What follows belongs to an exercise in optimizing a design on an open flow for small area and a short achievable clock period; a production flow would make more cautious choices.

## v8
Design mdu_ctrl, start of the top module:
module mdu_ctrl
(
    input  logic        clk,
    input  logic        reset,
    input  logic        start,
    input  logic [2:0]  op,
    input  logic        we,
    input  logic [31:0] in1,
    input  logic [31:0] in2,
    output logic        busy,
    output logic [31:0] hi,
    output logic [31:0] lo
);
Size: about 180 flip-flops, ~17000 um^2 of cells after synthesis.
Settings: LEC_CHECK=0, ABC_AREA=1, CAP_MARGIN=20, CORE_MARGIN=2, CORE_UTILIZATION=40, SLEW_MARGIN=20; clock period 150.0 ns.
standard.sh (not shown) runs the stock make flow with config.mk's settings and CLKGATE_MAP_FILE= SYNTH_SCRIPT=/design/flow/synth_recipe.tcl, a recipe that flattens the netlist after the stock synthesis.
==> flow/flow/run.sh <==
#!/bin/bash
# Standard layout, but the port buffers use the smallest plain buffer.
set -e
export BUFFER_PORTS_ARGS="-buffer_cell sky130_fd_sc_hd__buf_1"
bash standard.sh > standard.log 2>&1
Having completed the whole flow, v8 delivered a layout that passed the timing, DRC and antenna checks.
Relative to v8, the following input files were edited for v52:
Settings: a change of SLEW_MARGIN from 20 to 70.
Findings:
- v52 finished end to end and its layout was clean on timing, DRC and antenna.
- v52: required time of the critical path lower than v8
- From v52 to v8, number of flip-flops and latches in the synthesized netlist did not move at all.
- ~same net total in the final layout in v8 and v52
- The faster design of the two is v52; v8 tops out lower.
- Going from v8 to v52, non-clock buffer count grew by a few percent.
- v8 and v52 ended up with nearly the same full die area.
- Run comparison: v8 cell type of the slowest stage on the worst timing path nor2_2; v52 cell type of the slowest stage on the worst timing path inv_1
- Taking v8 as the reference point, the post-route clock period utilization of v52 falls by 0.59 points.
- The lower sum of net half-perimeters after detailed placement of v8 and v52 is in v8.
Input changes introduced in v40 (baseline for comparison: v52):
Settings: SLEW_MARGIN changed from 70 to 85.
Any difference in met3 routing resource usage after global routing between v40 and v52 is small enough to ignore.
The proportion of cell area occupied by registers in v40 sits 4.6 points below the value recorded for v52.
In the reports for v40 and v52, the larger number of buffers outside the clock class in the layout belongs to v40.
v40 vs. v52: utilization now larger; total wirelength of the detailed-routed design rose 5900 um.
Compare v40 and v52 | worst setup slack higher: v52
No functional check of the RTL was part of any run of this note.

========
Setup of west:
Another version of the RTL of mdu_ctrl (not shown whole).
Size: ~1500 cells after synthesis, about 15000 µm² of cells after synthesis.
export LEC_CHECK = 0
export ABC_AREA = 1
export CAP_MARGIN = 20
export CORE_MARGIN = 2
export CORE_UTILIZATION = 40
export SLEW_MARGIN = 30
create_clock -name core_clock -period 150.0 [get_ports {clk}]
==> flow/flow/run.sh <==
#!/bin/bash
# The standard layout (standard.sh, the ORFS flow), with these changes:
#  - synthesis: ABC's area script is replaced by flow/abc_area.script (&nf
#    mapping, no ABC buffering; the placer buffers). The ORFS scripts folder
#    is mirrored here with links so that only abc_area.script differs.
#  - synthesis: module mdu_wdec (the MTHI/MTLO select decode of the control
#    inputs) is kept apart while ABC maps, so that this short path from the
#    inputs is mapped on its own; the netlist is flattened afterwards as usual.
#  - synthesis: no ABC pass inside yosys synth (-noabc), so full adders are
#    extracted from the RTL's own gate structure.
#  - placement: every port still gets a buffer, the smallest plain one (buf_1).
#  - CTS: no dummy loads.
# Each tool's output is in standard.log and in orfs/logs.
set -e
mkdir -p scripts
for f in "$FLOW_HOME"/scripts/*; do ln -sf "$f" scripts/; done
rm -f scripts/abc_area.script
cp flow/abc_area.script scripts/abc_area.script
export BUFFER_PORTS_ARGS="-buffer_cell sky130_fd_sc_hd__buf_1"
bash standard.sh SCRIPTS_DIR="$PWD/scripts" SYNTH_KEEP_MODULES=mdu_wdec SYNTH_ARGS=-noabc \
  CTS_ARGS="-sink_clustering_enable -repair_clock_nets -dont_use_dummy_load" \
  finish > standard.log 2>&1
==> flow/flow/abc_area.script <==
strash
&get -n
&dch
&nf -R 20
&put
topo
stime -c
upsize -c
dnsize -c
For middle, these inputs were changed with respect to west:
diff --git a/flow/flow/run.sh b/flow/flow/run.sh
--- a/flow/flow/run.sh
+++ b/flow/flow/run.sh
@@ -9,2 +8,0 @@
-#  - synthesis: no ABC pass inside yosys synth (-noabc), so full adders are
-#    extracted from the RTL's own gate structure.
@@ -20 +18 @@
-bash standard.sh SCRIPTS_DIR="$PWD/scripts" SYNTH_KEEP_MODULES=mdu_wdec SYNTH_ARGS=-noabc \
+bash standard.sh SCRIPTS_DIR="$PWD/scripts" SYNTH_KEEP_MODULES=mdu_wdec \
## What came out
middle finished every stage and its layout cleared the timing, DRC and antenna checks. middle vs. west: clock transition at the registers of the reported paths has remained practically unchanged, final routed wirelength across all metal layers has decreased, area used by multi-input combinational logic has decreased, die extent in x has increased. Between middle and west, the clock skew is lower for middle. Min minimum setup slack after placement across middle and west: west. The design area of middle exceeds that of west by about 1.6%. Looking at overall global routing resource usage, middle sits 0.73 points below west. Sequential cell area fraction in the yosys report was higher in west than in middle. Reported for middle and west, clock tree buffer count of the final layout turned out identical to the last digit.
Function was not checked in any run of this note: the RTL went through the layout flow alone.

[static timing again, ports no longer ideal]
Ports are ideal in the flow. The routed layouts listed here were re-timed in OpenROAD. Step 1, drivers: a clkbuf_16 drives clk and a buf_2 each remaining input, both assumed. Step 2 times the ports against the registers' clock, not the clock port: input delays grow and output delays shrink by t, the midpoint of the rising clock arrivals with the driver on. a / b / c = no drivers / after step 1 / after step 2; a / b = the first two.
run	shift t [ns]	slack for setup (ns)	hold slack, ns	worst setup path at the end	worst data-port slew with drivers (ns)
v8	0.558	117.839 / 117.873 / 117.315	0.472 / 0.472 / 0.472	input to register	0.05
v52	0.555	118.729 / 118.763 / 118.208	0.479 / 0.479 / 0.479	input to register	0.05
v40	0.528	118.470 / 118.506 / 117.977	0.470 / 0.470 / 0.470	input to register	0.04
west	0.503	118.893 / 118.859 / 118.426	0.473 / 0.473 / 0.473	input to register	0.06
middle	0.510	118.927 / 118.873 / 118.455	0.475 / 0.475 / 0.475	input to register	0.05
After both steps setup and hold are still met in every run listed. For v8, which loses most, drivers alone change the setup slack by +0.034 ns; drivers and shift together by -0.524 ns.
